Background: an optimization exercise with open tools, aiming at small area. Do not read the settings as production practice.
Function was checked by simulation only, so behaviour that the tests miss may differ from the original.
Power is estimated from default activity; no workload was simulated.

== job 6582 ==
==> flow/design.v <==
module reg_file_mp #(
    parameter int DATA_WIDTH = 32,
    parameter int ADDR_WIDTH = 5,
    parameter int NUM_READ   = 2,
    parameter bit ZERO_REG   = 1'b1
) (
    input  logic                           clk,
    input  logic                           reset,
    input  logic                           writeEnable,
    input  logic [ADDR_WIDTH-1:0]          writeAddress,
    input  logic [DATA_WIDTH-1:0]          writeData,
    input  logic [DATA_WIDTH/8-1:0]        writeByteEnable,
    input  logic                           issueValid,
    input  logic [ADDR_WIDTH-1:0]          issueAddress,
    input  logic [NUM_READ*ADDR_WIDTH-1:0] readAddress,
    output logic [NUM_READ*DATA_WIDTH-1:0] readData,
    output logic [NUM_READ-1:0]            readBusy,
    output logic [2**ADDR_WIDTH-1:0]       busyVector
);
    localparam int DEPTH  = 2**ADDR_WIDTH;
    localparam int NBYTES = DATA_WIDTH/8;
    localparam int FIRST  = ZERO_REG ? 1 : 0;
    wire  [DATA_WIDTH-1:0]          mem_q [DEPTH];
    wire  [DEPTH-1:0]               busy_q;
    if (ZERO_REG) begin : g_zero
        assign mem_q[0]  = {DATA_WIDTH{1'b0}};
        assign busy_q[0] = 1'b0;
    end
    logic [DATA_WIDTH-1:0] wr_data_s;
    assign wr_data_s = writeData & {DATA_WIDTH{~reset}};
    logic [NBYTES-1:0] byte_off_n;
    assign byte_off_n = ~(writeByteEnable | {NBYTES{reset}});
    for (genvar i = FIRST; i < DEPTH; i++) begin : g_reg
        logic                  wr_hit_s;
        logic                  row_off_n;
        logic [NBYTES-1:0]     byte_load_s;
        logic [DATA_WIDTH-1:0] word_q;
        logic                  busy_r;
        assign wr_hit_s  = writeEnable && (writeAddress == ADDR_WIDTH'(i));
        assign row_off_n = ~(wr_hit_s || reset);
        for (genvar b = 0; b < NBYTES; b++) begin : g_byte
            rf_nor2 u_load (.a(row_off_n), .b(byte_off_n[b]), .y(byte_load_s[b]));
            always_ff @(posedge clk) begin
                if (byte_load_s[b]) begin
                    word_q[8*b +: 8] <= wr_data_s[8*b +: 8];
                end
            end
        end
        always_ff @(posedge clk) begin
            if (reset) begin
                busy_r <= 1'b0;
            end else if (issueValid && (issueAddress == ADDR_WIDTH'(i))) begin
                busy_r <= 1'b1;
            end else if (wr_hit_s) begin
                busy_r <= 1'b0;
            end
        end
        assign mem_q[i]  = word_q;
        assign busy_q[i] = busy_r;
    end
    localparam int NTERM  = DEPTH - FIRST;
    localparam int NGROUP = (NTERM + 2) / 3;
    localparam int LO_BITS = ADDR_WIDTH / 2;
    localparam int LO_N    = 2**LO_BITS;
    localparam int HI_N    = 2**(ADDR_WIDTH - LO_BITS);
    for (genvar p = 0; p < NUM_READ; p++) begin : g_port
        logic [ADDR_WIDTH-1:0] ra_s;
        logic [LO_N-1:0]       pre_lo_q;
        logic [HI_N-1:0]       pre_hi_q;
        logic [DEPTH-1:0]      sel_s;
        assign ra_s = readAddress[p*ADDR_WIDTH +: ADDR_WIDTH];
        always_ff @(posedge clk) begin
            for (int j = 0; j < LO_N; j++) begin
                pre_lo_q[j] <= (ra_s[LO_BITS-1:0] == LO_BITS'(j));
            end
            for (int j = 0; j < HI_N; j++) begin
                pre_hi_q[j] <= (ra_s[ADDR_WIDTH-1:LO_BITS] == (ADDR_WIDTH-LO_BITS)'(j));
            end
        end
        always_comb begin
            for (int i = 0; i < DEPTH; i++) begin
                sel_s[i] = pre_hi_q[i / LO_N] & pre_lo_q[i % LO_N];
            end
        end
        for (genvar c = 0; c <= DATA_WIDTH; c++) begin : g_col
            logic [NGROUP-1:0] grp_n;
            for (genvar g = 0; g < NGROUP; g++) begin : g_grp
                localparam int R0 = FIRST + 3*g;
                logic [2:0] s_v, d_v;
                for (genvar k = 0; k < 3; k++) begin : g_k
                    if (R0 + k < DEPTH) begin : g_on
                        assign s_v[k] = sel_s[R0+k];
                        if (c == DATA_WIDTH) begin : g_b
                            assign d_v[k] = busy_q[R0+k];
                        end else begin : g_d
                            assign d_v[k] = mem_q[R0+k][c];
                        end
                    end else begin : g_off
                        assign s_v[k] = 1'b0;
                        assign d_v[k] = 1'b0;
                    end
                end
                if (R0 + 2 < DEPTH) begin : g_full
                    rf_aoi222 u_aoi (.a(s_v), .b(d_v), .y(grp_n[g]));
                end else begin : g_part
                    assign grp_n[g] = ~|(s_v & d_v);
                end
            end
            logic bit_s;
            assign bit_s = ~&grp_n;
            if (c == DATA_WIDTH) begin : g_busy
                assign readBusy[p] = bit_s;
            end else begin : g_data
                assign readData[p*DATA_WIDTH + c] = bit_s;
            end
        end
    end
    assign busyVector = busy_q;
endmodule
module rf_aoi222 (
    input  logic [2:0] a,
    input  logic [2:0] b,
    output logic       y
);
    assign y = ~|(a & b);
endmodule
module rf_nor2 (
    input  logic a,
    input  logic b,
    output logic y
);
    assign y = ~(a | b);
endmodule
export LEC_CHECK = 0
export CAP_MARGIN = 20
export CORE_MARGIN = 2
export CORE_UTILIZATION = 40
export SLEW_MARGIN = 20
export SYNTH_HIERARCHICAL = 1
create_clock -name core_clock -period 5.0 [get_ports {clk}]
standard.sh (not shown) runs the stock make flow with config.mk's settings and CLKGATE_MAP_FILE= SYNTH_SCRIPT=/design/flow/synth_recipe.tcl, a recipe that flattens the netlist after the stock synthesis.
==> flow/flow/run.sh <==
#!/bin/bash
# Own layout flow: the standard flow (standard synthesis unchanged), with
# smaller port buffers, larger clock-tree sink clusters and no CTS dummy loads.
set -euo pipefail
export BUFFER_PORTS_ARGS="-buffer_cell sky130_fd_sc_hd__buf_1"
export CTS_ARGS="-sink_clustering_enable -repair_clock_nets -dont_use_dummy_load -root_buf sky130_fd_sc_hd__clkbuf_16 -buf_list sky130_fd_sc_hd__clkbuf_16 -sink_clustering_size 28 -sink_clustering_max_diameter 90"
bash standard.sh > standard_flow.log 2>&1
### job 6582 -> job 7513
Settings: SLEW_MARGIN now 10, was 20; CORE_UTILIZATION now 50, was 40; CAP_MARGIN now 10, was 20.
==> flow/flow/run.sh <==
#!/bin/bash
# Own layout flow: the standard flow (standard synthesis unchanged), with
# smaller port buffers, smaller clock-tree buffers and no CTS dummy loads.
set -euo pipefail
export BUFFER_PORTS_ARGS="-buffer_cell sky130_fd_sc_hd__buf_1"
export CTS_ARGS="-sink_clustering_enable -repair_clock_nets -dont_use_dummy_load -root_buf sky130_fd_sc_hd__clkbuf_16 -buf_list sky130_fd_sc_hd__clkbuf_16 -sink_clustering_size 24 -sink_clustering_max_diameter 80"
bash standard.sh > standard_flow.log 2>&1
[summary]
- Of the two values seen for destination of the critical timing path, readBusy[1] was produced by job 6582 and readData[18] by job 7513.
- Critical-path maximum fanout is lower on job 7513
- Summary of job 7513 over job 6582: post-DP HPWL went down; power increased about 1.8%; sequential fraction of total cell area barely changed.
What job 3857 does differently from job 7513 at the input level:
Settings: changing SLEW_MARGIN from 10 to 20; setting GPL_TIMING_DRIVEN to 0 for the first time; changing CAP_MARGIN from 10 to 20; changing CORE_UTILIZATION from 50 to 40.
==> flow/flow/run.sh <==
#!/bin/bash
# Own layout flow: the standard flow (standard synthesis unchanged), with
# smaller port buffers, larger clock-tree sink clusters and no CTS dummy loads.
set -euo pipefail
export BUFFER_PORTS_ARGS="-buffer_cell sky130_fd_sc_hd__buf_1"
export CTS_ARGS="-sink_clustering_enable -repair_clock_nets -dont_use_dummy_load -root_buf sky130_fd_sc_hd__clkbuf_16 -buf_list sky130_fd_sc_hd__clkbuf_16 -sink_clustering_size 28 -sink_clustering_max_diameter 90"
bash standard.sh > standard_flow.log 2>&1
Findings:
Job 3857 against job 7513; maximum number of pins on one net before global-route repair is down by more than a quarter. Going from job 7513 to job 3857, summed area of non-filler cells in the final layout now larger; combinational share of power now larger; global-route usage now smaller; area added between synthesis and finish now larger.
diff inputs: job 3857 => job 9337
Settings: clearing GPL_TIMING_DRIVEN, which used to be 0.
==> flow/flow/run.sh <==
#!/bin/bash
# Own layout flow: the standard flow (standard synthesis unchanged), with
# smaller port buffers, smaller clock-tree buffers and no CTS dummy loads.
set -euo pipefail
export BUFFER_PORTS_ARGS="-buffer_cell sky130_fd_sc_hd__buf_1"
export CTS_ARGS="-sink_clustering_enable -repair_clock_nets -dont_use_dummy_load -root_buf sky130_fd_sc_hd__clkbuf_16 -buf_list sky130_fd_sc_hd__clkbuf_16 -sink_clustering_size 24 -sink_clustering_max_diameter 80"
bash standard.sh > standard_flow.log 2>&1
==> comparison <==
Per the comparison of job 9337 with job 3857, worst hold slack saw a decrease; non-clock buffer count dropped 107; total detailed-routing wirelength grew by 1.1%; post-CTS clock slew at the launch and capture registers of the worst setup and hold paths shows no meaningful change.
Job 9337: depth of the worst hold-timing path is 1 higher than what job 3857 reported.
Job 9337 vs job 3857, logic gate share of total power went down by 1.4 points.
The actual slew at the worst max-slew pin in job 9337 sits 0.055 ns above the value recorded for job 3857.
The lower depth of the critical timing path with buffers and inverters included of job 3857 and job 9337 is in job 9337.
End-of-flow core utilization for job 9337: 1.7 points down relative to job 3857
On global-route track usage on met3, the higher figure sits with job 3857, not job 9337.
Where worst setup slack is concerned, job 3857 is outperformed by job 9337.

## afterwards: timing with drivers on the ports
The flow's constraints put no driver on any port. The routed layouts listed below were extracted and timed again, unchanged, in two steps. Step 1, drivers: a clkbuf_16 drives clk and a buf_2 each remaining input, both assumed. Step 2 moves the port delays by t, midway between the first and last clock arrival at a register: inputs arrive t later, outputs are due t later. That takes back most of the time a late clock gives input paths. a / b / c = ideal ports / drivers / drivers and shift; a / b = the first two.
run | t, ns | slack for setup (ns) | worst setup path at the end | worst slew at a driven data input, ns | pins driven straight from the clock port
job 6582 | 0.701 | 0.610 / 0.540 / 1.170 | input to register | 0.21 | 1
job 7513 | 0.712 | 0.488 / 0.421 / 1.132 | register to output | 0.15 | 1
job 3857 | 0.701 | 0.544 / 0.476 / 1.127 | input to register | 0.19 | 1
job 9337 | 0.727 | 0.612 / 0.542 / 1.092 | input to register | 0.21 | 1
After both steps setup and hold are still met in every run listed.
